Background: an optimization exercise with open tools, aiming at small area, a short achievable clock period and few clock cycles. Do not read the settings as production practice. Where RTL was checked, it was by simulation tests only, not by an equivalence proof against the original. No functional check of the RTL was part of runs 1, 2 and 6. Power and IR drop assume default switching activity.

## design/flow/config.mk

```make
export PLATFORM = sky130hd
export DESIGN_NAME = serial_command_line_parser_top
export DESIGN_NICKNAME = serial_command_line_parser_top
export VERILOG_FILES = /design/flow/design.v
export SDC_FILE = /design/flow/constraint.sdc
export NUM_CORES = 4
export LEC_CHECK = 0
export ABC_AREA = 1
export CAP_MARGIN = 20
export CORE_MARGIN = 2
export CORE_UTILIZATION = 40
export SETUP_SLACK_MARGIN = 5
export SLEW_MARGIN = 20
```

## design/flow/constraint.sdc

```tcl
create_clock -name core_clock -period 8.0 [get_ports {clk}]
set_input_delay 1.6000 -clock core_clock [delete_from_list [all_inputs] [get_ports {clk}]]
set_output_delay 1.6000 -clock core_clock [all_outputs]
set_load 0.01 [all_outputs]
```

## design/flow/design.v

```verilog
package sclp_pkg;
  localparam int LINE_MAX = 32;
  localparam int ARG_W    = 31;
  localparam logic [ARG_W-1:0] SAT_MAX = {ARG_W{1'b1}};
  localparam logic [5:0] K_NONE  = 6'd10;   
  localparam logic [5:0] K_TAB   = 6'd11;
  localparam logic [5:0] K_SPACE = 6'd12;
  localparam logic [5:0] K_EOL   = 6'd13;
  localparam logic [5:0] K_BS    = 6'd14;
  localparam logic [5:0] K_OTHER = 6'd15;
  localparam logic [5:0] K_Q     = 6'd31;   
  localparam logic [5:0] K_A     = 6'd33;
  localparam logic [5:0] K_C     = 6'd35;
  localparam logic [5:0] K_D     = 6'd36;
  localparam logic [5:0] K_E     = 6'd37;
  localparam logic [5:0] K_F     = 6'd38;
  localparam logic [5:0] K_G     = 6'd39;
  localparam logic [5:0] K_H     = 6'd40;
  localparam logic [5:0] K_I     = 6'd41;
  localparam logic [5:0] K_K     = 6'd43;
  localparam logic [5:0] K_L     = 6'd44;
  localparam logic [5:0] K_M     = 6'd45;
  localparam logic [5:0] K_N     = 6'd46;
  localparam logic [5:0] K_O     = 6'd47;
  localparam logic [5:0] K_P     = 6'd48;
  localparam logic [5:0] K_R     = 6'd50;
  localparam logic [5:0] K_S     = 6'd51;
  localparam logic [5:0] K_T     = 6'd52;
  localparam logic [5:0] K_U     = 6'd53;
  localparam logic [3:0] CMD_PERIOD = 4'd8;
  localparam logic [3:0] CMD_STAGE  = 4'd9;
  localparam logic [5:0] S_START = 6'd0;    
  localparam logic [5:0] S_I1  = 6'd1;      
  localparam logic [5:0] S_I4  = 6'd8;      
  localparam logic [5:0] S_T1  = 6'd16;      
  localparam logic [5:0] S_T5  = 6'd12;      
  localparam logic [5:0] S_M1  = 6'd24;     
  localparam logic [5:0] S_M3  = 6'd34;     
  localparam logic [5:0] S_M6  = 6'd20;     
  localparam logic [5:0] S_RST = 6'd41;     
  localparam logic [5:0] S_RE5 = 6'd30;     
  localparam logic [5:0] S_S1  = 6'd61;     
  localparam logic [5:0] S_S6  = 6'd35;     
  localparam logic [5:0] S_C1  = 6'd7;     
  localparam logic [5:0] S_CA4 = 6'd57;     
  localparam logic [5:0] S_CF2 = 6'd50;     
  localparam logic [5:0] S_CF4 = 6'd9;     
  localparam logic [5:0] S_H1  = 6'd18;     
  localparam logic [5:0] S_H4  = 6'd22;     
  localparam logic [5:0] S_P1  = 6'd45;     
  localparam logic [5:0] S_P6  = 6'd59;     
  localparam logic [5:0] S_PSP = 6'd54;     
  localparam logic [5:0] S_K0  = 6'd25;     
  localparam logic [5:0] S_K1  = 6'd51;     
  localparam logic [5:0] S_K2  = 6'd38;     
  localparam logic [5:0] S_MSP = 6'd13;     
  localparam logic [5:0] S_PD  = 6'd47;     
  localparam logic [5:0] S_FS  = 6'd31;     
  localparam logic [5:0] S_RS  = 6'd63;     
  localparam logic [5:0] S_NS  = 6'd62;     
  localparam logic [5:0] S_FSM = 6'd60;     
  localparam logic [5:0] S_RSM = 6'd56;     
endpackage
import sclp_pkg::*;
module sclp_stage (
  input  logic [7:0] c,
  output logic [5:0] cls,
  output logic       f_eol,
  output logic       f_bs,
  output logic       f_blank,
  output logic       f_dig
);
  assign f_bs    = (c == 8'h08) || (c == 8'h7F);
  assign f_eol   = (c == 8'h0D) || (c == 8'h0A);
  assign f_blank = (c == 8'h20) || (c == 8'h09);
  assign f_dig   = (c[7:4] == 4'h3) && (c[3:0] <= 4'd9);
  always_comb begin
    if (f_bs)
      cls = K_BS;
    else if (f_eol)
      cls = K_EOL;
    else if (c == 8'h20)
      cls = K_SPACE;
    else if (c == 8'h09)
      cls = K_TAB;
    else if (c[7:6] == 2'b01)
      cls = {1'b1, c[4:0]};            
    else if (f_dig)
      cls = {2'b00, c[3:0]};
    else if (c == 8'h3F)
      cls = K_Q;
    else
      cls = K_OTHER;
  end
endmodule
import sclp_pkg::*;
module serial_command_line_parser_top (
  input  logic        clk,
  input  logic        rst_n,
  input  logic        in_valid,
  output logic        in_ready,
  input  logic [7:0]  in_rx_byte,
  output logic        out_valid,
  input  logic        out_ready,
  output logic [3:0]  out_cmd_code,
  output logic [30:0] out_cmd_arg
);
  function automatic logic chain_hit(input logic [5:0] s, input logic [5:0] c);
    chain_hit =
      ((s == 6'd1) && (c == K_D)) ||   
      ((s == 6'd2) && (c == K_L)) ||
      ((s == 6'd4) && (c == K_E)) ||
      ((s == 6'd16) && (c == K_R)) ||   
      ((s == 6'd33) && (c == K_A)) ||
      ((s == 6'd3) && (c == K_C)) ||
      ((s == 6'd6) && (c == K_K)) ||
      ((s == 6'd24) && (c == K_A)) ||   
      ((s == 6'd49) && (c == K_N)) ||
      ((s == 6'd34) && (c == K_U)) ||
      ((s == 6'd5) && (c == K_A)) ||
      ((s == 6'd10) && (c == K_L)) ||
      ((s == 6'd41) && (c == K_E)) ||   
      ((s == 6'd19) && (c == K_C)) ||
      ((s == 6'd39) && (c == K_A)) ||
      ((s == 6'd15) && (c == K_L)) ||
      ((s == 6'd61) && (c == K_T)) ||   
      ((s == 6'd58) && (c == K_A)) ||
      ((s == 6'd52) && (c == K_T)) ||
      ((s == 6'd40) && (c == K_U)) ||
      ((s == 6'd17) && (c == K_S)) ||
      ((s == 6'd7) && (c == K_A)) ||   
      ((s == 6'd14) && (c == K_L)) ||
      ((s == 6'd28) && (c == K_Q)) ||
      ((s == 6'd50) && (c == K_G)) ||   
      ((s == 6'd36) && (c == K_Q)) ||
      ((s == 6'd18) && (c == K_E)) ||   
      ((s == 6'd37) && (c == K_L)) ||
      ((s == 6'd11) && (c == K_P)) ||
      ((s == 6'd45) && (c == K_E)) ||   
      ((s == 6'd27) && (c == K_R)) ||
      ((s == 6'd55) && (c == K_I)) ||
      ((s == 6'd46) && (c == K_O)) ||
      ((s == 6'd29) && (c == K_D)) ||
      ((s == 6'd59) && (c == K_SPACE));
  endfunction
  function automatic logic [5:0] start_st(input logic [5:0] c);
    case (c)
      K_I:     start_st = S_I1;
      K_T:     start_st = S_T1;
      K_M:     start_st = S_M1;
      K_R:     start_st = S_RST;
      K_S:     start_st = S_S1;
      K_C:     start_st = S_C1;
      K_H:     start_st = S_H1;
      K_P:     start_st = S_P1;
      K_F:     start_st = S_FS;
      6'd0:    start_st = S_K0;
      6'd1:    start_st = S_K1;
      6'd2:    start_st = S_K2;
      default: start_st = S_START;
    endcase
  endfunction
  logic             rdy_r, rdy_nxt;
  logic             bv_r, bv_nxt, take;
  logic [5:0]       cls_r, cls_in;
  logic             fe_r, fb_r, fk_r, fd_r;   
  logic             fe_in, fb_in, fk_in, fd_in;
  logic [5:0]       len_r;                
  logic [5:0]       st_r, st_nxt;         
  logic [5:0]       lnb_r;                
  logic             dead_r;               
  logic [5:0]       ld_r;                 
  logic [5:0]       ds_r;                 
  logic [3:0]       v_r;                  
  logic             z0_r;                 
  logic             j0_r;                 
  logic             len0_r, full_r;       
  logic             trunc_r;              
  logic [5:0]       len_nxt;
  logic             z0_nxt;
  logic [ARG_W-1:0] acc_r;
  logic [3:0]       dl_r;
  logic             df_r;
  logic             sat_r;                
  logic [5:0]       ls_r;                 
  logic             busy_r, busy_nxt;     
  logic             ov_r, ov_nxt;
  logic [3:0]       code_r;
  logic             is_eol, is_bs, is_blank, is_dig;
  logic [3:0]       dv;
  logic             j0, base, dig_st, at_start, st_pd;
  logic [5:0]       len_p1, len_m1;
  logic [ARG_W:0]   m_w;
  logic [ARG_W-1:0] m;
  logic             m_sat;
  logic [4:0]       t;
  logic             t_ge;
  logic             t_ok;
  logic [5:0]       t_st;
  logic [3:0]       t_v;
  logic [5:0]       p_st;
  logic             hit;
  logic [3:0]       hit_code;
  logic             stg_r;
  logic consume, eol, emit, bsp, app, ovf, clr, live, trunc;
  logic core, kill, bs_core, undie;
  logic pd_init, pd_dig, pd_first, pd_sat, pd_commit, bs_pd, bs_unsat, bs_df, bs_div;
  logic div_end, acc_en, sel_m, sel_sat, sel_stg;
  logic [ARG_W-1:0] acc_d;
  sclp_stage u_cls (.c(in_rx_byte), .cls(cls_in), .f_eol(fe_in), .f_bs(fb_in),
                    .f_blank(fk_in), .f_dig(fd_in));
  assign in_ready     = rdy_r;
  assign out_valid    = ov_r;
  assign out_cmd_code = code_r;
  assign out_cmd_arg  = acc_r;
  assign is_eol   = fe_r;
  assign is_bs    = fb_r;
  assign is_blank = fk_r;
  assign is_dig   = fd_r;
  assign dv       = cls_r[3:0];
  assign at_start = (st_r == S_START);
  assign st_pd    = (st_r == S_PD);
  assign j0       = j0_r;
  assign base     = (lnb_r == ds_r);
  assign dig_st   = (st_r == S_PD) || (st_r == S_FS) || (st_r == S_RS) || (st_r == S_NS) ||
                    (st_r == S_FSM) || (st_r == S_RSM);
  assign len_p1   = len_r + 6'd1;
  assign len_m1   = len_r - 6'd1;
  assign m_w   = {acc_r[ARG_W-4:0], (dl_r[3] ? 3'b111 : dl_r[2:0]), 1'b1} +
                 {acc_r[ARG_W-2:0], dl_r[3], dl_r[3] & dl_r[0]};
  assign m     = m_w[ARG_W:1];
  assign m_sat = (acc_r > ARG_W'(SAT_MAX / 10)) ||
                 ((acc_r == ARG_W'(SAT_MAX / 10)) && (dl_r > 4'(SAT_MAX % 10)));
  assign t     = {dl_r, acc_r[ARG_W-1]};
  assign t_ge  = (t >= 5'd10);
  always_comb begin
    hit      = 1'b1;
    hit_code = 4'd0;
    case (st_r)
      S_I4, S_K0: hit_code = 4'd0;
      S_T5, S_K1: hit_code = 4'd1;
      S_M6, S_K2: hit_code = 4'd2;
      S_RE5:      hit_code = 4'd3;
      S_S6:       hit_code = 4'd4;
      S_CA4:      hit_code = 4'd5;
      S_CF4:      hit_code = 4'd6;
      S_H4:       hit_code = 4'd7;
      S_PD:       hit_code = CMD_PERIOD;
      S_FS, S_FSM, S_NS, S_RS, S_RSM: begin
        hit      = (v_r != 4'd0);
        hit_code = CMD_STAGE;
      end
      default: hit = 1'b0;
    endcase
  end
  assign stg_r = dig_st && !st_pd;
  always_comb begin
    t_ok = 1'b0;
    t_st = {st_r[4:0], st_r[5] ^ st_r[4]};
    t_v  = dv;
    if (at_start) begin
      t_st = start_st(cls_r);
      t_ok = (t_st != S_START);
      t_v  = 4'd0;
    end else if (chain_hit(st_r, cls_r)) begin
      t_ok = 1'b1;
    end else begin
      case (st_r)
        S_C1: begin
          t_st = S_CF2;
          t_ok = (cls_r == K_F);
        end
        S_M3: begin
          t_st = S_MSP;
          t_ok = (cls_r == K_SPACE);
        end
        S_RST: begin
          t_st = S_RS;
          t_ok = is_dig && (dv <= 4'd7);
        end
        S_PSP: begin
          t_st = S_PD;
          t_ok = is_dig;
        end
        S_MSP: begin
          t_st = (cls_r == K_F) ? S_FSM : (cls_r == K_R) ? S_RSM : S_NS;
          t_v  = (cls_r == K_F) || (cls_r == K_R) ? 4'd0 : dv;
          t_ok = (cls_r == K_F) || (cls_r == K_R) || is_dig;
        end
        S_PD: begin
          t_st = S_PD;
          t_ok = is_dig;
        end
        S_FS, S_RS, S_FSM, S_RSM: begin
          t_st = st_r;
          t_ok = is_dig && (v_r == 4'd0) && (dv <= 4'd7);
        end
        S_NS: begin
          t_st = S_NS;
          t_v  = (v_r == 4'd0) ? dv : 4'd10 + dv;
          t_ok = is_dig && ((v_r == 4'd0) || ((v_r == 4'd1) && (dv <= 4'd4)));
        end
        default: ;
      endcase
    end
  end
  always_comb begin
    p_st = {st_r[0] ^ st_r[5], st_r[5:1]};
    case (st_r)
      S_I1, S_T1, S_M1, S_RST, S_S1, S_C1, S_H1, S_P1,
      S_K0, S_K1, S_K2:   p_st = S_START;
      S_CF2:              p_st = S_C1;
      S_MSP:              p_st = S_M3;
      S_PD:               p_st = base ? S_PSP : S_PD;
      S_FS:               p_st = base ? S_START : S_FS;
      S_FSM, S_RSM, S_NS: p_st = base ? S_MSP : st_r;
      S_RS:               p_st = base ? S_RST : S_RS;
      default: ;
    endcase
  end
  assign consume = bv_r && !busy_r && !(ov_r && (is_eol || (st_r == S_PSP)));
  assign eol     = consume && is_eol && !len0_r;
  assign emit    = eol && !dead_r && hit;
  assign bsp     = consume && is_bs && !len0_r;
  assign ovf     = consume && !is_eol && !is_bs && full_r;
  assign app     = consume && !is_eol && !is_bs && !full_r;
  assign clr     = eol || ovf;
  assign live    = app && !dead_r;
  assign trunc   = trunc_r;           
  assign core    = live && (at_start || j0) && !trunc && t_ok;
  assign kill    = live && !is_blank && ((!at_start && !j0) || (!trunc && !t_ok));
  assign bs_core = bsp && !dead_r && !at_start && j0;
  assign undie   = bsp && dead_r && (len_r == ld_r);
  assign pd_init   = live && j0 && !trunc && (st_r == S_PSP) && is_dig;
  assign pd_dig    = live && j0 && !trunc && st_pd && is_dig && !sat_r;
  assign pd_first  = pd_dig && !df_r;
  assign pd_sat    = pd_dig && df_r && m_sat;
  assign pd_commit = pd_dig && df_r && !m_sat;
  assign bs_pd     = bs_core && st_pd;
  assign bs_unsat  = bs_pd && sat_r && (len_m1 == ls_r);
  assign bs_df     = bs_pd && !sat_r;
  assign bs_div    = bs_df && !df_r && !base;
  assign div_end   = busy_r && (ls_r == 6'd0);
  assign sel_m   = st_pd && df_r && !m_sat && ((live && j0 && !trunc && is_dig && !sat_r) ||
                                               (eol && !dead_r));
  assign sel_sat = eol && !dead_r && st_pd && df_r && m_sat;
  assign sel_stg = emit && stg_r;
  assign acc_en  = busy_r || pd_init || sel_m || sel_sat || (emit && !st_pd);
  always_comb begin
    acc_d = ({ARG_W{busy_r}} & {acc_r[ARG_W-2:0], t_ge}) |
            ({ARG_W{sel_m}} & m) |
            {ARG_W{sel_sat}};
    if (sel_stg)
      acc_d[3:0] = ((st_r == S_RS) || (st_r == S_RSM)) ? v_r + 4'd6 : v_r - 4'd1;
  end
  always_comb begin
    if (clr)
      st_nxt = S_START;
    else if (bs_core)
      st_nxt = p_st;
    else if (core)
      st_nxt = t_st;
    else
      st_nxt = st_r;
  end
  assign take     = in_valid && rdy_r;
  assign bv_nxt   = take || (bv_r && !consume);
  assign busy_nxt = bs_div || (busy_r && !div_end);
  assign ov_nxt   = (ov_r && !out_ready) || emit;
  assign rdy_nxt  = !bv_nxt ||
                    (!((busy_r && !div_end) || (bv_r && fb_r && st_pd && !df_r && !sat_r)) &&
                     !(((ov_r && !out_ready) || (bv_r && fe_r)) &&
                       ((take ? fe_in : fe_r) ||
                        (((st_r == S_P6) || (st_r == S_PSP) || st_pd) && !(bv_r && fe_r)))));
  always_comb begin
    if (clr)
      len_nxt = 6'd0;
    else if (bsp)
      len_nxt = len_m1;
    else if (app)
      len_nxt = len_p1;
    else
      len_nxt = len_r;
  end
  assign z0_nxt = (app && len0_r) ? !is_blank : z0_r;
  always_ff @(posedge clk) begin
    if (!rst_n) begin
      rdy_r   <= 1'b1;
      bv_r    <= 1'b0;
      len_r   <= 6'd0;
      len0_r  <= 1'b1;
      full_r  <= 1'b0;
      trunc_r <= 1'b0;
      st_r   <= S_START;
      dead_r <= 1'b0;
      busy_r <= 1'b0;
      ov_r   <= 1'b0;
    end else begin
      rdy_r  <= rdy_nxt;
      bv_r   <= bv_nxt;
      st_r   <= st_nxt;
      busy_r <= busy_nxt;
      ov_r   <= ov_nxt;
      len_r   <= len_nxt;
      len0_r  <= (len_nxt == 6'd0);
      full_r  <= (len_nxt == 6'(LINE_MAX));
      trunc_r <= (len_nxt == 6'(LINE_MAX - 1)) && z0_nxt;
      if (clr || undie)
        dead_r <= 1'b0;
      else if (kill)
        dead_r <= 1'b1;
    end
  end
  always_ff @(posedge clk) begin
    if (take) begin
      cls_r <= cls_in;
      fe_r  <= fe_in;
      fb_r  <= fb_in;
      fk_r  <= fk_in;
      fd_r  <= fd_in;
    end
    if (core || bs_core)
      j0_r <= 1'b1;
    else if (live && !kill)
      j0_r <= 1'b0;
    else if (bsp && !dead_r && !at_start && !j0_r)
      j0_r <= (len_m1 == lnb_r);
    if (core || bs_core) begin
      lnb_r <= core ? len_p1 : len_m1;
      v_r   <= core ? t_v : {3'b000, v_r[3] & (v_r[2] | v_r[1])};
    end
    if (live) ld_r <= len_p1;
    if (live && !dig_st) ds_r <= len_p1;
    z0_r <= z0_nxt;
    if (acc_en) acc_r <= acc_d;
    if (busy_r)
      dl_r <= t_ge ? 4'(t - 5'd10) : t[3:0];
    else if (bs_div)
      dl_r <= 4'd0;
    else if (pd_init || pd_first || pd_commit)
      dl_r <= dv;
    if (pd_init || pd_first)
      df_r <= 1'b1;
    else if (bs_df)
      df_r <= 1'b0;
    if (pd_sat)
      sat_r <= 1'b1;
    else if (pd_init || bs_unsat)
      sat_r <= 1'b0;
    if (busy_r)
      ls_r <= ls_r - 6'd1;
    else if (bs_div)
      ls_r <= 6'd30;
    else if (pd_sat)
      ls_r <= len_r;
    if (emit) code_r <= hit_code;
  end
endmodule
```

## design/flow/flow/run.sh

```bash
#!/bin/bash
set -euo pipefail
bash standard.sh SETUP_SLACK_MARGIN=5.3 finish > flow_make.log 2>&1
```

## design/flow/standard.sh

```bash
#!/bin/bash
# synth_recipe.tcl (not shown) runs the flow's synth.tcl, then flattens the netlist and writes it again
# the make line also repeats each setting of config.mk as NAME=value (left out here)
make -C /OpenROAD-flow-scripts/flow DESIGN_CONFIG=/design/flow/config.mk WORK_HOME=/design/flow/orfs CLKGATE_MAP_FILE= SYNTH_SCRIPT=/design/flow/synth_recipe.tcl "${@:-finish}"
```

==> results.py, run 1 <==
metrics = {
    "outcome": {
        "status": "complete, no violations",
    },
    "clock_tree": {
        "clockRootBuffer": "clkbuf_16",
        "cts_buffer_depth": 2,
        "clock-sinks": 101,
        "htreeDepth": 3,
        "cts_tree": "built",
        "clock_latency_ps": 370,
        "postCtsHoldBufs": 0,
        "cts_made_buffers": 9,
        "cts.clk_slew.worst_paths_ps": 70,
    },
    "yosys": {
        "synth_fa_ha_area_frac": 0.0627,
        "synth_cell_types": 47,
        "synth_fp_nets": 1355,
        "syn_inst": 1299,
        "ys_warn_count": 2,
        "synth_mux_area_frac": 0,
        "synth_top_family_by_area": "simple AND/OR/NAND/NOR gates",
        "synth_edf_count": 76,
        "synthTopCellsByArea": "edfxtp_1 (26%), nand2_1 (13%), nor2_1 (7.5%)",
        "synth-xor-area-share": 0.0489,
        "synth-compound-area-share": 0.160,
        "postSynthAreaPerCell_um2": 6.76,
        "synth_flop_cell": "edfxtp_1",
        "netlist_area_mm2": 0.00878,
        "synth_largest_area_cell": "edfxtp_1",
        "async_flop_share": 0,
        "synth_top_area_frac": 0.260,
        "ys_ff_latch": 101,
        "synthSimpleGateAreaFrac": 0.322,
        "synth.yosys.seq_area_share": 0.317,
    },
    "place": {
        "place_congestion": 0.955,
        "dp_hpwl_mm": 21.0,
        "port_buffers": 48,
        "dp_cells": 1605,
    },
    "job": {
        "cap_violations": 0,
    },
    "finish": {
        "diodes": 0,
        "final_layout_size_suffix_gt1_frac": 0.183,
        "final_cells": 1719,
        "multiInputGateArea_mm2": 0.00587,
        "layout.nets": 1490,
        "area_delta_synth_final_pct": 27.1,
        "final_cell_mix": "nand2_1 (289), inv_1 (151), nor2_1 (149)",
        "final_common_cell": "nand2_1",
        "final_util": 0.514,
        "fill_cells": 2104,
        "regArea_mm2": 0.00280,
    },
    "drt": {
        "routedWlPerCell_um": 17.1,
        "viasPerCell": 5.52,
        "drcViolationCount": 0,
        "ant_nets": 0,
        "wl_mm": 29.4,
        "dr.pass1.iters": 7,
        "first_iter_violations": 882,
        "num_vias": 9483,
    },
    "hold_path": {
        "hold_path.startpoint": "z0_r",
        "hold_depth": 2,
        "min_to": "z0_r",
        "holdCritPathClass": "flip-flop to flip-flop",
    },
    "power_and_ir_drop": {
        "total_power_mw": 1.46,
        "combPwrFrac": 0.271,
        "p_seq_frac": 0.427,
        "ir_drop_mv": 0.104,
        "power_density_mw_per_mm2": 131,
        "p_sw_mw": 0.497,
        "p_leak_nw": 5.07,
        "swShare": 0.340,
        "clockPowerShare": 0.302,
        "p_int_mw": 0.964,
    },
    "sta": {
        "slew_violations": 0,
        "hold_viol_final": 0,
        "worst_slew_pin_slew_ps": 604,
        "rsz0062_at_grt": "yes",
        "min_period_ps": 2720,
        "clock_skew_ps": 12.1,
        "finalCritPeriodShare": 0.340,
        "maxSlewHeadroom": 0.594,
        "fmax_mhz": 368,
        "setup_viol": 0,
        "final.setup.tns_ps": 0,
    },
    "global_routing": {
        "grt_pass1_vias": 8833,
        "grt_pass1_wl_mm": 45.0,
        "grt_usage": 0.241,
        "antenna_found_initial": 0,
        "grt-ovfl-total": 0,
        "grt_start_max_net_pins": 27,
    },
    "die": {
        "die_x_um": 152,
        "ios": 49,
        "rows": 54,
        "core_mm2": 0.0217,
        "die_h_um": 152,
        "start_util": 0.405,
        "dieArea_mm2": 0.0231,
    },
    "worst_setup_path": {
        "cp-start-kind": "flip-flop",
        "r2r_end": "acc_r[30]",
        "path_buf_inv": 2,
        "cp_top_family": "flip-flops",
        "rrSetupSlack_ps": 5360,
        "crit_chain": "buf_4 -> clkdlybuf4s15_1",
        "cp.arrival_ps": 1120,
        "crit_required_ps": 6400,
        "r2r-start": "acc_r[5]",
        "reg2reg_depth": 9,
        "critPathMaxFanout": 2,
        "end_kind": "output port",
        "critPathLaunch": "acc_r[0]",
        "cpMaxStageDelayCell": "edfxtp_1",
        "critical_path_class": "flip-flop to output port",
        "critPathMaxStageDelay_ps": 390,
    },
}
cell type report:
class                   count  share of cell area
clock inverters             5             0.00359
repair buffers            142               0.103
flip-flops and latches    101               0.251
repair inverters            1            0.000449
multi-input cells        1002               0.526
clock buffers              11              0.0228
inverters                 177              0.0621
well taps                 280              0.0314
worst max path at each step:
stage / slack, ps / end / cells past startpoint
detailed placement: 3890 / acc_r[1] / 11
floorplan: 5360 / cls_r[4] / 7
global route: 5180 / acc_r[26] / 16
finish: 5280 / out_cmd_arg[0] / 2
CTS: 5190 / acc_r[29] / 14
global placement: 3980 / acc_r[4] / 11
logic make-up (layout without fill, tap and decap cells):
| group | after synthesis | in the layout |
|---|---|---|
| DFF | 101 | 101 |
| and+or+nand+nor | 663 | 666 |
| adders and majority gates | 44 | 44 |
| xor gates and xnor gates | 49 | 49 |
| AOI/OAI and AO/OA | 243 | 243 |
| buffers and inverters | 199 | 336 |
metrics by stage:
stage	area [um^2]	hold WS (ps)	setup slack, ps
6_report	11200	493	5280
3_5_place_dp	9510	483	3890
4_1_cts	10500	495	5190
2_1_floorplan	8800	442	5360
5_1_grt	11200	528	5180
3_3_place_gp	9510	483	3980
cells in the mapped netlist (25+ instances only):
master	instances
a21oi_1	68
dfxtp_1	25
edfxtp_1	76
ha_1	44
inv_1	166
nand2_1	308
nand3_1	90
nand4_1	28
nor2_1	176
nor3_1	25
o21ai_0	91
xnor2_1	25
repair_timing:
action,in CTS,in global routing
setup buffers,54,40
gates cloned,2,2
gates resized for setup,153,104
setup endpoints to repair,168,109
pin swaps,17,27
worst min-delay path, stage by stage (launching register included):
cell,delay (ps)
dfxtp_1,300
nor2_1,90
a21oi_1,60
state kept, by name, summed over array words and instances (netlist names), 4 cells and up:
register / flops
code_r: 4
dl_r: 4
v_r: 4
len_r: 6
cls_r: 6
ds_r: 6
lnb_r: 6
ld_r: 6
ls_r: 6
st_r: 6
acc_r: 31
power groups by stage:
stage,Clock (mW),Sequential [mW],Combinational (mW)
finish,0.441,0.623,0.396
global route,0.467,0.625,0.436
CTS,0.447,0.617,0.351
detailed placement,0,0.626,0.315
global placement,0,0.626,0.317
floorplan,0,0.617,0.236
per-layer routing:
metal | vias to the layer above | wire, um | track usage
met2 | 359 | 14000 | 0.402
met3 | 71 | 1670 | 0.0256
met1 | 4418 | 12600 | 0.313
met4 | 0 | 1130 | 0.114
li1 | 4635 | - | -
met5 | - | 0 | 0
==> inputs of run 2 (changes only) <==
--- a/design/flow/design.v
+++ b/design/flow/design.v
@@ -412,7 +412,7 @@
     end
   end
   always_ff @(posedge clk) begin
-    if (take) begin
+    if (rdy_r) begin
       cls_r <= cls_in;
       fe_r  <= fe_in;
       fb_r  <= fb_in;
@@ -453,6 +453,6 @@
       ls_r <= 6'd30;
     else if (pd_sat)
       ls_r <= len_r;
-    if (emit) code_r <= hit_code;
+    if (!ov_r) code_r <= hit_code;
   end
 endmodule
==> results.py, run 2 <==
metrics = {
    "outcome": {
        "status": "complete, no violations",
    },
    "yosys": {
        "synth_fa_ha_area_frac": 0.0615,
        "synthTopCellsByArea": "edfxtp_1 (26%), nand2_1 (13%), nor2_1 (7.4%)",
        "async_flop_share": 0,
        "ys_warn_count": 2,
        "yosys-top-cells-count": "nand2_1 (309), nor2_1 (176), inv_1 (153)",
        "ys_ff_latch": 101,
        "netlist_area_mm2": 0.00894,
        "synth_cell_types": 52,
        "synth_mux_area_frac": 0,
        "synth_edf_count": 77,
        "synth_top_area_frac": 0.258,
        "synth_fp_nets": 1376,
        "postSynthAreaPerCell_um2": 6.78,
        "synth.yosys.seq_area_share": 0.312,
        "syn_inst": 1320,
        "yosys.cell_count.top_type": "nand2_1",
        "synth-compound-area-share": 0.142,
        "synth_largest_area_cell": "edfxtp_1",
        "synthSimpleGateAreaFrac": 0.354,
        "synth_flop_cell": "edfxtp_1",
        "synth_top_family_by_area": "simple AND/OR/NAND/NOR gates",
        "synth-xor-area-share": 0.0480,
    },
    "finish": {
        "final_layout_size_suffix_gt1_frac": 0.198,
        "final_common_cell": "nand2_1",
        "layout.nets": 1500,
        "final_cell_mix": "nand2_1 (285), nor2_1 (156), inv_1 (136)",
        "area_delta_synth_final_pct": 27.7,
        "largest_reg_flops": 31,
        "regMostFlops": "acc_r",
        "diodes": 0,
        "final_cells": 1729,
    },
    "worst_setup_path": {
        "cp.arrival_ps": 1090,
        "r2r-start": "st_r[4]",
        "critPathMaxFanout": 2,
        "crit_end": "out_cmd_arg[14]",
        "path_buf_inv": 1,
        "end_kind": "output port",
        "crit_chain": "dlygate4sd2_1",
        "critPathMaxStageDelay_ps": 420,
        "cp-start-kind": "flip-flop",
        "cp_top_family": "flip-flops",
        "crit_required_ps": 6400,
        "cpMaxStageDelayCell": "edfxtp_1",
        "rrSetupSlack_ps": 5340,
        "cp.depth": 1,
        "critical_path_class": "flip-flop to output port",
        "reg2reg_depth": 11,
        "critPathLaunch": "acc_r[14]",
        "r2r_end": "acc_r[28]",
    },
    "job": {
        "cap_violations": 0,
    },
    "sta": {
        "setup_viol": 0,
        "holdWs_ps": 487,
        "fmax_mhz": 372,
        "final.setup.tns_ps": 0,
        "min_period_ps": 2690,
        "finalCritPeriodShare": 0.336,
        "worst_slew_pin_slew_ps": 611,
        "hold_viol_final": 0,
        "maxSlewHeadroom": 0.592,
        "clock_skew_ps": 8.51,
        "setup_ws_ps": 5310,
        "slew_violations": 0,
        "rsz0062_at_grt": "yes",
    },
    "power_and_ir_drop": {
        "power_density_mw_per_mm2": 153,
        "p_leak_nw": 5.08,
        "ir_drop_mv": 0.117,
        "total_power_mw": 1.74,
    },
    "drt": {
        "ant_nets": 0,
        "num_vias": 9869,
        "drcViolationCount": 0,
        "viasPerCell": 5.71,
        "routedWlPerCell_um": 18.2,
        "dr.pass1.iters": 5,
        "first_iter_violations": 730,
        "wl_mm": 31.4,
    },
    "place": {
        "pre_cts_slack_ps": 4310,
        "dp_hpwl_mm": 22.4,
        "place_congestion": 0.948,
        "port_buffers": 48,
        "dp_cells": 1626,
    },
    "global_routing": {
        "grt-ovfl-total": 0,
        "grt_pass1_vias": 9355,
        "grt_pass1_wl_mm": 48.7,
        "grt_start_max_net_pins": 33,
        "grt_usage": 0.258,
        "antenna_found_initial": 0,
    },
    "die": {
        "dieArea_mm2": 0.0236,
        "die_x_um": 154,
        "ios": 49,
        "core_mm2": 0.0219,
        "rows": 54,
        "die_h_um": 154,
        "start_util": 0.409,
    },
    "clock_tree": {
        "clock_latency_ps": 360,
        "cts_buffer_depth": 2,
        "postCtsHoldBufs": 0,
        "clock-sinks": 101,
        "htreeDepth": 3,
        "cts.clk_slew.worst_paths_ps": 70,
        "clockRootBuffer": "clkbuf_16",
        "cts_tree": "built",
        "cts_made_buffers": 9,
    },
    "hold_path": {
        "holdCritPathClass": "flip-flop to flip-flop",
    },
}
[run 2: changes by cell type after synthesis, sizes merged, moves of 11 or more]
cell / delta
o21ai: -16
nand3: +42
nor4: +11
o21bai: -14
inv: -14
[run 2: metal layers]
layer	part of all wire	vias to the layer above	wire (um)	global-route usage
li1	-	4746	-	-
met1	0.43	4692	13500	0.338
met2	0.49	361	15300	0.445
met3	0.053	70	1660	0.0268
met4	0.031	0	981	0.0865
met5	0	-	0	0
[run 2: worst min path at each step]
| stage | from | to | cells after the start |
|---|---|---|---|
| 2_1_floorplan | fk_r | z0_r | 1 |
| 3_3_place_gp | z0_r | z0_r | 2 |
| 3_5_place_dp | z0_r | z0_r | 2 |
| 4_1_cts | z0_r | z0_r | 2 |
| 5_1_grt | z0_r | z0_r | 2 |
| 6_report | z0_r | z0_r | 2 |
[run 2: logic make-up (layout without fill, tap and decap cells)]
logic type               count (synthesis)  in the layout
XOR/XNOR                                49             49
AO/OA/AOI/OAI                          219            219
adder cells (fa/ha/maj)                 44             44
AND/OR/NAND/NOR                        719            724
flip-flops                             101            101
buffers and inverters                  188            312
[run 2: power breakdown]
| part | internal [mW] | total (mW) | switching (mW) |
|---|---|---|---|
| Sequential | 0.611 | 0.660 | 0.0486 |
| Clock | 0.234 | 0.441 | 0.207 |
| Combinational | 0.229 | 0.643 | 0.414 |
| Total | 1.07 | 1.74 | 0.670 |
[run 2: per-stage QoR]
step / util / instance area [um^2]
floorplan: - / 8960
global placement: 0.443 / 9690
detailed placement: 0.443 / 9690
CTS: 0.492 / 10800
global route: 0.522 / 11400
finish: 0.522 / 11400
[run 2: timing repair]
item,in CTS,in global routing
setup endpoints to repair,162,128
gates cloned,4,1
setup buffers,54,28
pin swaps,23,21
gates resized for setup,149,141
[run 2: layout make-up]
| type | count | area (um^2) |
|---|---|---|
| clock buffers | 12 | 256 |
| clock inverters | 4 | 37.5 |
| fillers | 2162 | 10500 |
| inverters | 164 | 647 |
| multi-input cells | 1036 | 6220 |
| flip-flops and latches | 101 | 2810 |
| well taps | 280 | 350 |
| repair buffers | 132 | 1090 |
==> inputs of run 3 (changes only) <==
--- a/design/flow/design.v
+++ b/design/flow/design.v
@@ -412,7 +412,7 @@
     end
   end
   always_ff @(posedge clk) begin
-    if (rdy_r) begin
+    if (take) begin
       cls_r <= cls_in;
       fe_r  <= fe_in;
       fb_r  <= fb_in;
--- a/design/flow/config.mk
+++ b/design/flow/config.mk
@@ -5,7 +5,6 @@
 export SDC_FILE = /design/flow/constraint.sdc
 export NUM_CORES = 4
 export LEC_CHECK = 0
-export ABC_AREA = 1
 export CAP_MARGIN = 20
 export CORE_MARGIN = 2
 export CORE_UTILIZATION = 40
==> results.py, run 3 <==
metrics = {
    "place": {
        "pre_cts_slack_ps": 4190,
        "place_congestion": 0.953,
        "dp_cells": 1272,
        "port_buffers": 48,
        "dp_hpwl_mm": 18.0,
    },
    "die": {
        "core_mm2": 0.0210,
        "ios": 49,
        "rows": 53,
        "die_h_um": 150,
        "start_util": 0.408,
        "dieArea_mm2": 0.0226,
        "die_x_um": 150,
    },
    "finish": {
        "final_cell_mix": "buf_4 (115), nor2_1 (77), edfxtp_1 (76)",
        "final_cells": 1472,
        "final_layout_size_suffix_gt1_frac": 0.355,
        "diodes": 0,
        "final_common_cell": "buf_4",
        "layout.nets": 1248,
        "regMostFlops": "acc_r",
        "largest_reg_flops": 31,
        "area_delta_synth_final_pct": 44.5,
    },
    "global_routing": {
        "grt-ovfl-total": 0,
        "antenna_found_initial": 0,
        "grtUsageMet2": 0.435,
        "grt_pass1_vias": 8633,
        "gr-max-usage-layer": "met2",
        "use_met1": 0.328,
        "grt_start_max_net_pins": 42,
        "use_met3": 0.0409,
        "grt_pass1_wl_mm": 46.0,
        "grt_usage": 0.257,
    },
    "worst_setup_path": {
        "cp-start-kind": "flip-flop",
        "cp_top_family": "compound AO/OA/AOI/OAI gates",
        "cpMaxStageDelayCell": "edfxtp_1",
        "crit_chain": "buf_4 -> ha_4 -> a21o_1 -> a21o_1 -> a21oi_2 -> o21ai_1 -> a2111oi_4 -> nor3_2 -> buf_4 -> and2_4 -> o21ai_1 -> a221oi_2 -> a221o_1",
        "rrSetupSlack_ps": 4800,
        "end_kind": "flip-flop",
        "crit_required_ps": 8110,
        "critPathMaxFanout": 5,
        "cp.arrival_ps": 3310,
        "critPathMaxStageDelay_ps": 460,
        "path_buf_inv": 2,
        "critical_path_class": "flip-flop to flip-flop",
    },
    "power_and_ir_drop": {
        "total_power_mw": 1.54,
        "power_density_mw_per_mm2": 124,
        "ir_drop_mv": 0.0909,
        "p_leak_nw": 4.81,
    },
    "sta": {
        "final.setup.tns_ps": 0,
        "fmax_mhz": 312,
        "setup_viol": 0,
        "holdWs_ps": 493,
        "clock_skew_ps": 13.1,
        "setup_ws_ps": 4800,
        "worst_slew_pin_slew_ps": 737,
        "maxSlewHeadroom": 0.508,
        "hold_viol_final": 0,
        "rsz0062_at_grt": "yes",
        "finalCritPeriodShare": 0.400,
        "min_period_ps": 3200,
        "slew_violations": 0,
    },
    "clock_tree": {
        "cts_tree": "built",
        "cts_made_buffers": 9,
        "clock-sinks": 101,
        "htreeDepth": 3,
        "cts_buffer_depth": 2,
        "clock_latency_ps": 360,
        "cts.clk_slew.worst_paths_ps": 80,
        "clockRootBuffer": "clkbuf_16",
        "postCtsHoldBufs": 0,
    },
    "yosys": {
        "synthTopCellsByArea": "edfxtp_1 (27%), ha_1 (6.4%), dfxtp_1 (5.8%)",
        "yosys-top-cells-count": "a21oi_1 (83), nand2_1 (82), nor2_1 (81)",
        "synth.yosys.seq_area_share": 0.324,
        "ys_ff_latch": 101,
        "synth_flop_cell": "edfxtp_1",
        "synth_largest_area_cell": "edfxtp_1",
        "ys_warn_count": 2,
        "syn_inst": 995,
        "postSynthAreaPerCell_um2": 8.62,
        "netlist_area_mm2": 0.00858,
        "synth_cell_types": 87,
        "yosys.cell_count.top_type": "a21oi_1",
        "synth_fp_nets": 1051,
        "async_flop_share": 0,
        "synth_top_area_frac": 0.266,
        "synth_edf_count": 76,
    },
    "drt": {
        "routedWlPerCell_um": 20.7,
        "first_iter_violations": 854,
        "ant_nets": 0,
        "dr.pass1.iters": 7,
        "num_vias": 9116,
        "drcViolationCount": 0,
        "viasPerCell": 6.19,
        "wl_mm": 30.5,
    },
    "hold_path": {
        "holdCritPathClass": "flip-flop to flip-flop",
    },
    "job": {
        "cap_violations": 0,
    },
    "outcome": {
        "status": "complete, no violations",
    },
}
[run 3: changes by cell type in the layout (fill, tap and decap cells not counted), sizes merged, moves of 20 or more]
| cell | previous run | this run |
|---|---|---|
| a21oi | 63 | 83 |
| a221o | 0 | 27 |
| buf | 84 | 204 |
| clkdlybuf4s15 | 25 | 2 |
| inv | 162 | 40 |
| nand2 | 319 | 85 |
| nand3 | 138 | 48 |
| nor2 | 186 | 83 |
| o21ai | 89 | 57 |
| xnor2 | 17 | 50 |
[run 3: metrics by stage]
step | util | cell area [um^2]
6_report | 0.590 | 12400
5_1_grt | 0.590 | 12400
4_1_cts | 0.549 | 11500
3_5_place_dp | 0.450 | 9450
3_3_place_gp | 0.450 | 9450
2_1_floorplan | - | 8840
[run 3: layout make-up]
type	count	area, um^2
fill	1751	8630
sequential	101	2810
multi-input combinational	807	6520
clock inverter	6	51.3
tap	275	344
inverter	37	156
timing repair buffer	236	2290
clock buffer	10	229
[run 3: what timing repair did]
action	in CTS	in global routing
resized for setup	269	141
pin swaps	56	65
endpoints found under the setup margin	168	139
endpoints found under the hold margin	0	0
setup buffers	131	40
cloned	9	4
[run 3: final timing paths]
check                                from        end  cells after the start
worst max-delay path            acc_r[14]  acc_r[28]                     13
worst min-delay path                 z0_r       z0_r                      1
worst max register to register  acc_r[14]  acc_r[28]                     13
worst min register to register       z0_r       z0_r                      1
[run 3: power by group]
part,switching (mW),internal [mW]
registers,0.0369,0.594
logic,0.261,0.213
clock network,0.219,0.218
[run 3: cells by family after synthesis]
family	Yosys count	share of synthesized area
and+or+nand+nor	375	0.234
AOI/OAI and AO/OA	287	0.229
DFF	101	0.324
buffers and inverters	92	0.0474
xor gates and xnor gates	77	0.0786
adders and majority gates	44	0.0642
muxes	19	0.0226
[run 3: layer usage]
metal,up-vias,part of all wire,routed length [um]
li1,4161,-,-
met4,0,0.049,1500
met2,508,0.47,14500
met3,144,0.076,2330
met5,-,0,0
met1,4303,0.40,12200
Testbench counts of run 3, summed over its fixed seeds: cycles 21,597.
==> inputs of run 4 (changes only) <==
--- a/design/flow/config.mk
+++ b/design/flow/config.mk
@@ -5,6 +5,7 @@
 export SDC_FILE = /design/flow/constraint.sdc
 export NUM_CORES = 4
 export LEC_CHECK = 0
+export ABC_AREA = 1
 export CAP_MARGIN = 20
 export CORE_MARGIN = 2
 export CORE_UTILIZATION = 40
==> results.py, run 4 <==
metrics = {
    "finish": {
        "diodes": 0,
        "area_delta_synth_final_pct": 24.6,
        "layout.nets": 1481,
        "final_layout_size_suffix_gt1_frac": 0.166,
        "regArea_mm2": 0.00280,
        "design_area_mm2": 0.0110,
        "final_cell_mix": "nand2_1 (286), nor2_1 (168), inv_1 (148)",
        "multiInputGateArea_mm2": 0.00574,
        "fill_cells": 2209,
        "final_common_cell": "nand2_1",
        "regMostFlops": "acc_r",
        "largest_reg_flops": 31,
    },
    "yosys": {
        "yosys-top-cells-count": "nand2_1 (291), nor2_1 (181), inv_1 (158)",
        "synth_top_area_frac": 0.257,
        "synth_cell_types": 57,
        "synth_fp_nets": 1342,
        "ys_ff_latch": 101,
        "yosys.cell_count.top_type": "nand2_1",
        "synth_flop_cell": "edfxtp_1",
        "synthTopCellsByArea": "edfxtp_1 (26%), nand2_1 (12%), nor2_1 (7.7%)",
        "ys_warn_count": 2,
        "synth_largest_area_cell": "edfxtp_1",
        "syn_inst": 1286,
        "synth.yosys.seq_area_share": 0.314,
        "postSynthAreaPerCell_um2": 6.89,
        "synth_edf_count": 76,
        "async_flop_share": 0,
        "netlist_area_mm2": 0.00887,
    },
    "hold_path": {
        "hold_path.startpoint": "z0_r",
        "hold_depth": 2,
        "min_to": "z0_r",
        "holdCritPathClass": "flip-flop to flip-flop",
    },
    "die": {
        "die_x_um": 153,
        "core_mm2": 0.0218,
        "die_h_um": 153,
        "start_util": 0.406,
        "dieArea_mm2": 0.0234,
        "ios": 49,
        "rows": 54,
    },
    "clock_tree": {
        "cts_tree": "built",
        "clock-sinks": 101,
        "htreeDepth": 3,
        "cts_made_buffers": 9,
        "clock_latency_ps": 370,
        "clockRootBuffer": "clkbuf_16",
        "cts_buffer_depth": 2,
        "postCtsHoldBufs": 0,
        "cts.clk_slew.worst_paths_ps": 80,
    },
    "global_routing": {
        "grt_pass1_wl_mm": 47.3,
        "use_met1": 0.355,
        "grt_usage": 0.251,
        "grt_pass1_vias": 8887,
        "grt_start_max_net_pins": 32,
        "grt-ovfl-total": 0,
        "antenna_found_initial": 0,
        "gr-max-usage-layer": "met2",
        "grtUsageMet2": 0.406,
        "use_met3": 0.0354,
    },
    "drt": {
        "routedWlPerCell_um": 17.8,
        "dr.pass1.iters": 5,
        "viasPerCell": 5.53,
        "drcViolationCount": 0,
        "ant_nets": 0,
        "first_iter_violations": 870,
        "num_vias": 9463,
        "wl_mm": 30.4,
    },
    "sta": {
        "slew_violations": 0,
        "fmax_mhz": 373,
        "rsz0062_at_grt": "yes",
        "worst_slew_pin_slew_ps": 784,
        "min_period_ps": 2680,
        "finalCritPeriodShare": 0.335,
        "setup_viol": 0,
        "final.setup.tns_ps": 0,
        "hold_viol_final": 0,
        "maxSlewHeadroom": 0.477,
        "clock_skew_ps": 18.5,
    },
    "place": {
        "placed_cell_area_mm2": 0.00956,
        "place_congestion": 0.973,
        "port_buffers": 48,
        "dp_hpwl_mm": 21.8,
    },
    "worst_setup_path": {
        "critPathMaxStageDelay_ps": 430,
        "crit_required_ps": 6400,
        "r2r_end": "acc_r[21]",
        "critPathMaxFanout": 2,
        "cp.arrival_ps": 1080,
        "end_kind": "output port",
        "cpMaxStageDelayCell": "edfxtp_1",
        "reg2reg_depth": 15,
        "critical_path_class": "flip-flop to output port",
        "rrSetupSlack_ps": 5350,
        "crit_chain": "clkdlybuf4s15_1",
        "r2r-start": "dl_r[3]",
        "cp-start-kind": "flip-flop",
        "cp_top_family": "flip-flops",
        "path_buf_inv": 1,
    },
    "power_and_ir_drop": {
        "p_leak_nw": 5.04,
        "ir_drop_mv": 0.0857,
        "power_density_mw_per_mm2": 135,
    },
    "outcome": {
        "status": "complete, no violations",
    },
    "job": {
        "cap_violations": 0,
    },
}
run 4: changes by cell type after synthesis, sizes merged, moves of 26 or more:
cell and delta:
o21ai +35, a221o -27, o21bai +26, xnor2 -31
inv +132, nor2 +109, nand2 +212, nand3 +48
a21oi -28
run 4: metrics by stage:
| step | setup slack (ps) | std cells | hold WS (ps) | utilization | power, mW |
|---|---|---|---|---|---|
| 3_3_place_gp | 3900 | 1588 | 478 | 0.438 | 0.987 |
| 5_1_grt | 5160 | 1710 | 536 | 0.506 | 1.56 |
| 3_5_place_dp | 3740 | 1588 | 485 | 0.438 | 0.984 |
| 6_report | 5320 | 1710 | 500 | 0.506 | 1.49 |
| 4_1_cts | 5300 | 1675 | 497 | 0.487 | 1.46 |
| 2_1_floorplan | 5300 | 1286 | 441 | - | 0.889 |
run 4: power by group:
part | total, mW | switching [mW] | internal [mW]
combinational | 0.404 | 0.262 | 0.142
clock | 0.454 | 0.235 | 0.220
sequential | 0.632 | 0.0393 | 0.593
total | 1.49 | 0.536 | 0.954
run 4: area by class of cell:
| cell class | instances | share of cell area |
|---|---|---|
| Inverter | 171 | 0.0599 |
| Timing Repair Buffer | 150 | 0.110 |
| Multi-Input combinational cell | 992 | 0.519 |
| Sequential cell | 101 | 0.253 |
| Clock buffer | 9 | 0.0204 |
| Tap cell | 280 | 0.0317 |
| Clock inverter | 7 | 0.00612 |
run 4: logic make-up after synthesis:
group	synth area share
flops	0.314
xor+xnor	0.0484
compound gates	0.156
simple gates	0.329
buf+inv	0.0905
fa+ha+maj	0.0621
run 4: what timing repair did:
item                       CTS  global route
gates resized for setup    123            69
cloned                       4             1
setup endpoints to repair  160           129
buffers inserted            67            34
pin swaps                   23            18
run 4: routing by layer:
metal | up-vias | routed length, um | part of all wire
li1 | 4615 | - | -
met1 | 4430 | 13600 | 0.45
met2 | 364 | 14000 | 0.46
met3 | 54 | 2130 | 0.070
met4 | 0 | 599 | 0.020
met5 | - | 0 | 0
run 4: worst max path at each step:
stage / cells past startpoint / to / slack [ps] / startpoint
final: 1 / out_cmd_arg[25] / 5320 / acc_r[25]
after global routing: 15 / acc_r[21] / 5160 / dl_r[3]
after CTS: 7 / acc_r[7] / 5300 / acc_r[20]
after detailed placement: 10 / acc_r[16] / 3740 / st_r[4]
after global placement: 10 / acc_r[15] / 3900 / st_r[5]
after floorplan: 8 / cls_r[4] / 5300 / in_rx_byte[6]
==> inputs of run 5 (changes only) <==
==> design/flow/flow/run.sh (replaced) <==
#!/bin/bash
set -euo pipefail
bash standard.sh SETUP_SLACK_MARGIN=5.35 finish > flow_make.log 2>&1
==> results.py, run 5 <==
metrics = {
    "yosys": {
        "synth_fa_ha_area_frac": 0.0621,
        "yosys-top-cells-count": "nand2_1 (291), nor2_1 (181), inv_1 (158)",
        "synthTopCellsByArea": "edfxtp_1 (26%), nand2_1 (12%), nor2_1 (7.7%)",
        "synth_top_family_by_area": "simple AND/OR/NAND/NOR gates",
        "synth_cell_types": 57,
        "yosys.cell_count.top_type": "nand2_1",
        "synth-xor-area-share": 0.0484,
        "synth_top_area_frac": 0.257,
        "synth_largest_area_cell": "edfxtp_1",
        "ys_ff_latch": 101,
        "async_flop_share": 0,
        "synth_fp_nets": 1342,
        "postSynthAreaPerCell_um2": 6.89,
        "syn_inst": 1286,
        "netlist_area_mm2": 0.00887,
        "synth_edf_count": 76,
        "synth_mux_area_frac": 0,
        "ys_warn_count": 2,
        "synth.yosys.seq_area_share": 0.314,
        "synth_flop_cell": "edfxtp_1",
        "synth-compound-area-share": 0.156,
        "synthSimpleGateAreaFrac": 0.329,
    },
    "worst_setup_path": {
        "r2r-start": "cls_r[1]",
        "rrSetupSlack_ps": 5420,
        "end_kind": "output port",
        "crit_required_ps": 6400,
        "cp.arrival_ps": 1030,
        "r2r_end": "v_r[1]",
        "path_buf_inv": 1,
        "reg2reg_depth": 16,
        "cpMaxStageDelayCell": "dfxtp_4",
        "critical_path_class": "flip-flop to output port",
        "cp_top_family": "flip-flops",
        "crit_chain": "dlygate4sd2_1",
        "cp-start-kind": "flip-flop",
        "critPathMaxStageDelay_ps": 370,
        "critPathMaxFanout": 3,
    },
    "clock_tree": {
        "cts_made_buffers": 9,
        "clock-sinks": 101,
        "postCtsHoldBufs": 0,
        "clock_latency_ps": 370,
        "htreeDepth": 3,
        "clockRootBuffer": "clkbuf_16",
        "cts_buffer_depth": 2,
        "cts_tree": "built",
        "cts.clk_slew.worst_paths_ps": 80,
    },
    "drt": {
        "viasPerCell": 5.52,
        "first_iter_violations": 832,
        "num_vias": 9549,
        "ant_nets": 0,
        "dr.pass1.iters": 5,
        "drcViolationCount": 0,
        "routedWlPerCell_um": 17.3,
        "wl_mm": 29.9,
    },
    "place": {
        "pre_cts_slack_ps": 4150,
        "place_congestion": 0.995,
        "dp_cells": 1588,
        "port_buffers": 48,
        "dp_hpwl_mm": 21.5,
    },
    "finish": {
        "final_cell_mix": "nand2_1 (283), nor2_1 (164), inv_1 (147)",
        "area_delta_synth_final_pct": 28.2,
        "layout.nets": 1501,
        "final_cells": 1730,
        "regArea_mm2": 0.00281,
        "largest_reg_flops": 31,
        "regMostFlops": "acc_r",
        "final_common_cell": "nand2_1",
        "fill_cells": 2162,
        "diodes": 0,
        "multiInputGateArea_mm2": 0.00592,
        "final_layout_size_suffix_gt1_frac": 0.210,
    },
    "sta": {
        "slew_violations": 0,
        "finalCritPeriodShare": 0.328,
        "rsz0062_at_grt": "yes",
        "hold_viol_final": 0,
        "fmax_mhz": 381,
        "min_period_ps": 2630,
        "setup_viol": 0,
        "maxSlewHeadroom": 0.476,
        "clock_skew_ps": 16.4,
        "final.setup.tns_ps": 0,
        "worst_slew_pin_slew_ps": 786,
        "setup_ws_ps": 5370,
    },
    "die": {
        "ios": 49,
        "die_h_um": 153,
        "core_mm2": 0.0218,
        "die_x_um": 153,
        "rows": 54,
        "start_util": 0.406,
        "dieArea_mm2": 0.0234,
    },
    "job": {
        "cap_violations": 0,
    },
    "power_and_ir_drop": {
        "p_leak_nw": 5.21,
        "ir_drop_mv": 0.0931,
        "power_density_mw_per_mm2": 133,
        "total_power_mw": 1.52,
    },
    "global_routing": {
        "grt_pass1_vias": 8968,
        "grt_start_max_net_pins": 26,
        "antenna_found_initial": 0,
        "grt-ovfl-total": 0,
        "grt_pass1_wl_mm": 46.8,
        "grt_usage": 0.250,
    },
    "outcome": {
        "status": "complete, no violations",
    },
    "hold_path": {
        "hold_path.startpoint": "z0_r",
        "holdCritPathClass": "flip-flop to flip-flop",
        "min_to": "z0_r",
        "hold_depth": 2,
    },
}
-- run 5: cell counts after synthesis --
No cell type changed its count.
-- run 5: stage by stage --
step	utilization	hold WS, ps	instance area [um^2]
floorplan	-	441	8900
global placement	0.439	479	9580
detailed placement	0.439	478	9580
CTS	0.493	490	10800
global route	0.521	514	11400
finish	0.521	495	11400
-- run 5: cell families after synthesis --
logic type,Yosys count
flip-flops,101
adder cells (fa/ha/maj),44
XOR/XNOR,49
AND/OR/NAND/NOR,663
buffers and inverters,198
AO/OA/AOI/OAI,231
-- run 5: worst max path at each step --
stage | startpoint | endpoint | slack, ps | cells past startpoint
global placement | st_r[4] | acc_r[17] | 4270 | 10
detailed placement | st_r[4] | acc_r[19] | 4150 | 10
floorplan | in_rx_byte[6] | cls_r[4] | 5370 | 8
global route | dl_r[3] | acc_r[21] | 5290 | 15
finish | ov_r | out_valid | 5370 | 1
CTS | st_r[4] | acc_r[1] | 5310 | 14
-- run 5: what timing repair did --
action | CTS | global route
pin swaps | 28 | 23
endpoints found under the setup margin | 160 | 130
resized for setup | 173 | 96
cloned | 4 | 1
buffers inserted | 71 | 50
-- run 5: final cells by class --
class,instances,area share
clock buffers,9,0.0198
well taps,280,0.0308
clock inverters,7,0.00726
flip-flops and latches,101,0.247
inverters,171,0.0586
repair buffers,170,0.116
multi-input cells,992,0.521
-- run 5: per-layer routing --
layer / up-vias / GRT usage / part of all wire
met4: 0 / 0.0798 / 0.028
met1: 4431 / 0.338 / 0.44
li1: 4666 / - / -
met3: 64 / 0.0451 / 0.069
met5: - / 0 / 0
met2: 388 / 0.408 / 0.46
-- run 5: where the power goes --
part / leakage [nW] / internal, mW / switching (mW)
Combinational: 4.12 / 0.153 / 0.268
Clock: 0.160 / 0.246 / 0.216
Sequential: 0.926 / 0.593 / 0.0403
==> inputs of run 6 (changes only) <==
--- a/design/flow/design.v
+++ b/design/flow/design.v
@@ -38,6 +38,7 @@
   localparam logic [5:0] S_M3  = 6'd34;     
   localparam logic [5:0] S_M6  = 6'd20;     
   localparam logic [5:0] S_RST = 6'd41;     
+  localparam logic [5:0] S_RE2 = 6'd19;     
   localparam logic [5:0] S_RE5 = 6'd30;     
   localparam logic [5:0] S_S1  = 6'd61;     
   localparam logic [5:0] S_S6  = 6'd35;     
@@ -171,7 +172,6 @@
   logic             dead_r;               
   logic [5:0]       ld_r;                 
   logic [5:0]       ds_r;                 
-  logic [3:0]       v_r;                  
   logic             z0_r;                 
   logic             j0_r;                 
   logic             len0_r, full_r;       
@@ -201,11 +201,12 @@
   logic [5:0]       p_st;
   logic             hit;
   logic [3:0]       hit_code;
-  logic             stg_r;
+  logic             stg_r, stg_w;
+  logic [3:0]       v_r;                  
   logic consume, eol, emit, bsp, app, ovf, clr, live, trunc;
   logic core, kill, bs_core, undie;
   logic pd_init, pd_dig, pd_first, pd_sat, pd_commit, bs_pd, bs_unsat, bs_df, bs_div;
-  logic div_end, acc_en, sel_m, sel_sat, sel_stg;
+  logic div_end, acc_en, sel_m, sel_sat, sel_stg, acc_busy;
   logic [ARG_W-1:0] acc_d;
   sclp_stage u_cls (.c(in_rx_byte), .cls(cls_in), .f_eol(fe_in), .f_bs(fb_in),
                     .f_blank(fk_in), .f_dig(fd_in));
@@ -254,6 +255,8 @@
     endcase
   end
   assign stg_r = dig_st && !st_pd;
+  assign v_r   = (base && ((st_r == S_FS) || (st_r == S_FSM) || (st_r == S_RSM))) ? 4'd0
+                                                                                 : acc_r[3:0];
   always_comb begin
     t_ok = 1'b0;
     t_st = {st_r[4:0], st_r[5] ^ st_r[4]};
@@ -318,7 +321,8 @@
       default: ;
     endcase
   end
-  assign consume = bv_r && !busy_r && !(ov_r && (is_eol || (st_r == S_PSP)));
+  assign acc_busy = (st_r == S_PSP) || (st_r == S_RST) || (st_r == S_MSP) || stg_r;
+  assign consume = bv_r && !busy_r && !(ov_r && (is_eol || acc_busy));
   assign eol     = consume && is_eol && !len0_r;
   assign emit    = eol && !dead_r && hit;
   assign bsp     = consume && is_bs && !len0_r;
@@ -345,13 +349,16 @@
                                                (eol && !dead_r));
   assign sel_sat = eol && !dead_r && st_pd && df_r && m_sat;
   assign sel_stg = emit && stg_r;
-  assign acc_en  = busy_r || pd_init || sel_m || sel_sat || (emit && !st_pd);
+  assign stg_w   = (core || bs_core) && (stg_r || (((st_r == S_RST) || (st_r == S_MSP)) && is_dig));
+  assign acc_en  = busy_r || pd_init || sel_m || sel_sat || (emit && !st_pd) || stg_w;
   always_comb begin
     acc_d = ({ARG_W{busy_r}} & {acc_r[ARG_W-2:0], t_ge}) |
             ({ARG_W{sel_m}} & m) |
             {ARG_W{sel_sat}};
     if (sel_stg)
       acc_d[3:0] = ((st_r == S_RS) || (st_r == S_RSM)) ? v_r + 4'd6 : v_r - 4'd1;
+    else if (stg_w)
+      acc_d[3:0] = core ? t_v : {3'b000, v_r[3] & (v_r[2] | v_r[1])};
   end
   always_comb begin
     if (clr)
@@ -371,7 +378,9 @@
                     (!((busy_r && !div_end) || (bv_r && fb_r && st_pd && !df_r && !sat_r)) &&
                      !(((ov_r && !out_ready) || (bv_r && fe_r)) &&
                        ((take ? fe_in : fe_r) ||
-                        (((st_r == S_P6) || (st_r == S_PSP) || st_pd) && !(bv_r && fe_r)))));
+                        (((st_r == S_P6) || (st_r == S_PSP) || st_pd || at_start ||
+                          (st_r == S_RST) || (st_r == S_RE2) || (st_r == S_M3) ||
+                          (st_r == S_MSP) || stg_r) && !(bv_r && fe_r)))));
   always_comb begin
     if (clr)
       len_nxt = 6'd0;
@@ -425,10 +434,7 @@
       j0_r <= 1'b0;
     else if (bsp && !dead_r && !at_start && !j0_r)
       j0_r <= (len_m1 == lnb_r);
-    if (core || bs_core) begin
-      lnb_r <= core ? len_p1 : len_m1;
-      v_r   <= core ? t_v : {3'b000, v_r[3] & (v_r[2] | v_r[1])};
-    end
+    if (core || bs_core) lnb_r <= core ? len_p1 : len_m1;
     if (live) ld_r <= len_p1;
     if (live && !dig_st) ds_r <= len_p1;
     z0_r <= z0_nxt;
==> design/flow/flow/run.sh (replaced) <==
#!/bin/bash
set -euo pipefail
bash standard.sh SETUP_SLACK_MARGIN=5.3 finish > flow_make.log 2>&1
==> results.py, run 6 <==
metrics = {
    "sta": {
        "slew_violations": 0,
        "min_period_ps": 2950,
        "maxSlewHeadroom": 0.597,
        "fmax_mhz": 339,
        "holdWs_ps": 491,
        "rsz0062_at_grt": "yes",
        "setup_viol": 0,
        "finalCritPeriodShare": 0.368,
        "hold_viol_final": 0,
        "final.setup.tns_ps": 0,
        "clock_skew_ps": 12.2,
        "worst_slew_pin_slew_ps": 601,
    },
    "power_and_ir_drop": {
        "p_leak_nw": 5.52,
        "p_seq_frac": 0.284,
        "clockPowerShare": 0.194,
        "combPwrFrac": 0.522,
        "p_int_mw": 1.26,
        "swShare": 0.454,
        "ir_drop_mv": 0.132,
        "power_density_mw_per_mm2": 193,
        "p_sw_mw": 1.05,
    },
    "yosys": {
        "synth.yosys.seq_area_share": 0.292,
        "postSynthAreaPerCell_um2": 6.96,
        "ys_ff_latch": 97,
        "syn_inst": 1310,
        "async_flop_share": 0,
        "netlist_area_mm2": 0.00912,
        "yosys.cell_count.top_type": "nand2_1",
        "synth_largest_area_cell": "edfxtp_1",
        "synth_cell_types": 62,
        "yosys-top-cells-count": "nand2_1 (292), inv_1 (176), nor2_1 (159)",
        "synth_edf_count": 72,
        "synth_fp_nets": 1366,
        "synthTopCellsByArea": "edfxtp_1 (24%), nand2_1 (12%), inv_1 (7.2%)",
        "synth_flop_cell": "edfxtp_1",
        "ys_warn_count": 2,
        "synth_top_area_frac": 0.237,
    },
    "clock_tree": {
        "clock-sinks": 97,
        "cts_tree": "built",
        "cts_buffer_depth": 2,
        "clock_latency_ps": 360,
        "htreeDepth": 3,
        "postCtsHoldBufs": 0,
        "cts_made_buffers": 9,
        "cts.clk_slew.worst_paths_ps": 80,
        "clockRootBuffer": "clkbuf_16",
    },
    "finish": {
        "final_cells": 1766,
        "final_util": 0.531,
        "final_common_cell": "nand2_1",
        "final_layout_size_suffix_gt1_frac": 0.254,
        "layout.nets": 1532,
        "area_delta_synth_final_pct": 31.1,
        "regMostFlops": "acc_r",
        "final_cell_mix": "nand2_1 (266), inv_1 (161), nor2_1 (135)",
        "diodes": 0,
        "design_area_mm2": 0.0120,
        "largest_reg_flops": 31,
    },
    "drt": {
        "first_iter_violations": 1026,
        "num_vias": 9898,
        "dr.pass1.iters": 5,
        "wl_mm": 32.0,
        "viasPerCell": 5.60,
        "drcViolationCount": 0,
        "ant_nets": 0,
        "routedWlPerCell_um": 18.1,
    },
    "die": {
        "start_util": 0.405,
        "ios": 49,
        "core_mm2": 0.0225,
        "dieArea_mm2": 0.0240,
        "die_x_um": 155,
        "die_h_um": 155,
        "rows": 55,
    },
    "worst_setup_path": {
        "cp.arrival_ps": 3070,
        "end_kind": "flip-flop",
        "cp_top_family": "simple AND/OR/NAND/NOR gates",
        "crit_required_ps": 8130,
        "crit_chain": "inv_4 -> ha_4 -> buf_4 -> buf_4 -> inv_1 -> nor2_1 -> nand2_1 -> nand2_1 -> nor2_1 -> nand3_1 -> nor2_2 -> nand2_4 -> nor2_4 -> nand2_2 -> nand3_4 -> nand2_8 -> nand2_4 -> nand3b_1 -> buf_6 -> clkbuf_16",
        "cpMaxStageDelayCell": "dfxtp_4",
        "path_buf_inv": 6,
        "critPathMaxFanout": 11,
        "critPathMaxStageDelay_ps": 390,
        "cp-start-kind": "flip-flop",
        "critical_path_class": "flip-flop to flip-flop",
    },
    "place": {
        "placed_cell_area_mm2": 0.00993,
        "dp_cells": 1623,
        "dp_hpwl_mm": 22.3,
        "port_buffers": 48,
        "place_congestion": 0.972,
    },
    "global_routing": {
        "grt_pass1_wl_mm": 48.6,
        "grt-ovfl-total": 0,
        "grt_usage": 0.257,
        "grt_start_max_net_pins": 33,
        "antenna_found_initial": 0,
        "grt_pass1_vias": 9111,
    },
    "job": {
        "cap_violations": 0,
    },
    "hold_path": {
        "holdCritPathClass": "flip-flop to flip-flop",
    },
    "outcome": {
        "status": "complete, no violations",
    },
}
-- run 6: changes by cell type after synthesis, moves of 8 or more --
cell | previous run | this run
a21oi_1 | 55 | 77
inv_1 | 158 | 176
nand2_4 | 1 | 9
nand3_1 | 94 | 85
nor2_1 | 181 | 159
nor2_2 | 4 | 14
o211ai_2 | 0 | 10
o21bai_1 | 30 | 6
o221ai_2 | 0 | 8
-- run 6: path summary, 6_finish.rpt --
path,depth (start not counted),to,start,slack [ps]
worst min register to register,2,z0_r,z0_r,490
worst min-delay path,2,z0_r,z0_r,490
worst max register to register,20,acc_r[1],st_r[5],5050
worst max-delay path,20,acc_r[1],st_r[5],5050
-- run 6: worst reg2reg max path, stage by stage (launching register included) --
cell and delay [ps]:
dfxtp_4 390, inv_4 60, ha_4 170, buf_4 130, buf_4 180, inv_1 120
nor2_1 90, nand2_1 100, nand2_1 50, nor2_1 100, nand3_1 90, nor2_2 160
nand2_4 140, nor2_4 160, nand2_2 90, nand3_4 100, nand2_8 70, nand2_4 60
nand3b_1 130, buf_6 170, clkbuf_16 160
-- run 6: kinds of logic (layout without fill, tap and decap cells) --
group	Yosys count	in the layout	share of synthesized area
AOI/OAI and AO/OA	251	251	0.176
DFF	97	97	0.292
xor gates and xnor gates	45	45	0.0432
buffers and inverters	211	380	0.0920
adders and majority gates	44	44	0.0604
and+or+nand+nor	662	664	0.337
-- run 6: power by group through the flow --
stage          Sequential, mW  Combinational, mW  Clock, mW
6_report                0.657               1.20      0.448
5_1_grt                 0.662               1.31      0.467
3_5_place_dp            0.669              0.882          0
4_1_cts                 0.656               1.02      0.450
3_3_place_gp            0.668              0.896          0
2_1_floorplan           0.639              0.710          0
-- run 6: repair_timing --
action                                  4_1_cts  5_1_grt
setup buffers                                86       35
endpoints found under the setup margin      154      107
pin swaps                                    30       35
gates resized for setup                     155      131
cloned                                        3        3
-- run 6: layout make-up --
type / count / area [um^2]
inverter: 187 / 736
multi-input combinational: 1004 / 6340
sequential: 97 / 2690
tap: 285 / 357
clock buffer: 11 / 243
clock inverter: 5 / 43.8
fill: 2192 / 10600
timing repair buffer: 177 / 1550
-- run 6: per-stage QoR --
step / setup slack [ps] / total power, mW
finish: 5050 / 2.31
CTS: 5180 / 2.12
detailed placement: 4350 / 1.55
global route: 4890 / 2.44
floorplan: 4590 / 1.35
global placement: 4420 / 1.56
-- run 6: metal layers --
| metal | vias to the layer above | routed length, um | global-route usage |
|---|---|---|---|
| li1 | 4762 | - | - |
| met1 | 4641 | 14100 | 0.360 |
| met2 | 433 | 14600 | 0.410 |
| met5 | - | 0 | 0 |
| met4 | 0 | 832 | 0.0772 |
| met3 | 62 | 2460 | 0.0384 |

[separate check: timing with driven ports]
The results above use ideal ports. As a check the final layouts listed here were re-extracted and re-timed, cells and wires unchanged. Step 1 assumes that a clkbuf_16 drives the clock port and a buf_2 every other input. Step 2 times the ports against the registers' clock, not the clock port: input delays grow and output delays shrink by t, the midpoint of the rising clock arrivals with the driver on. a / b / c = no drivers / after step 1 / after step 2; a / b = the first two.
run | t (ns) | slack for setup (ns) | slew at the worst register clock pin (ns) | pins driven straight from the clock port
run 1 | 0.401 | 5.282 / 5.240 / 4.962 | 0.08 / 0.08 | 1
run 2 | 0.393 | 5.314 / 5.274 / 5.005 | 0.07 / 0.07 | 1
run 3 | 0.400 | 4.797 / 4.797 / 4.797 | 0.08 / 0.08 | 1
run 4 | 0.408 | 5.319 / 5.272 / 4.958 | 0.09 / 0.09 | 1
run 5 | 0.408 | 5.374 / 5.329 / 5.013 | 0.08 / 0.08 | 1
run 6 | 0.400 | 5.053 / 5.053 / 4.975 | 0.08 / 0.08 | 1
After both steps setup and hold are still met in every run listed.
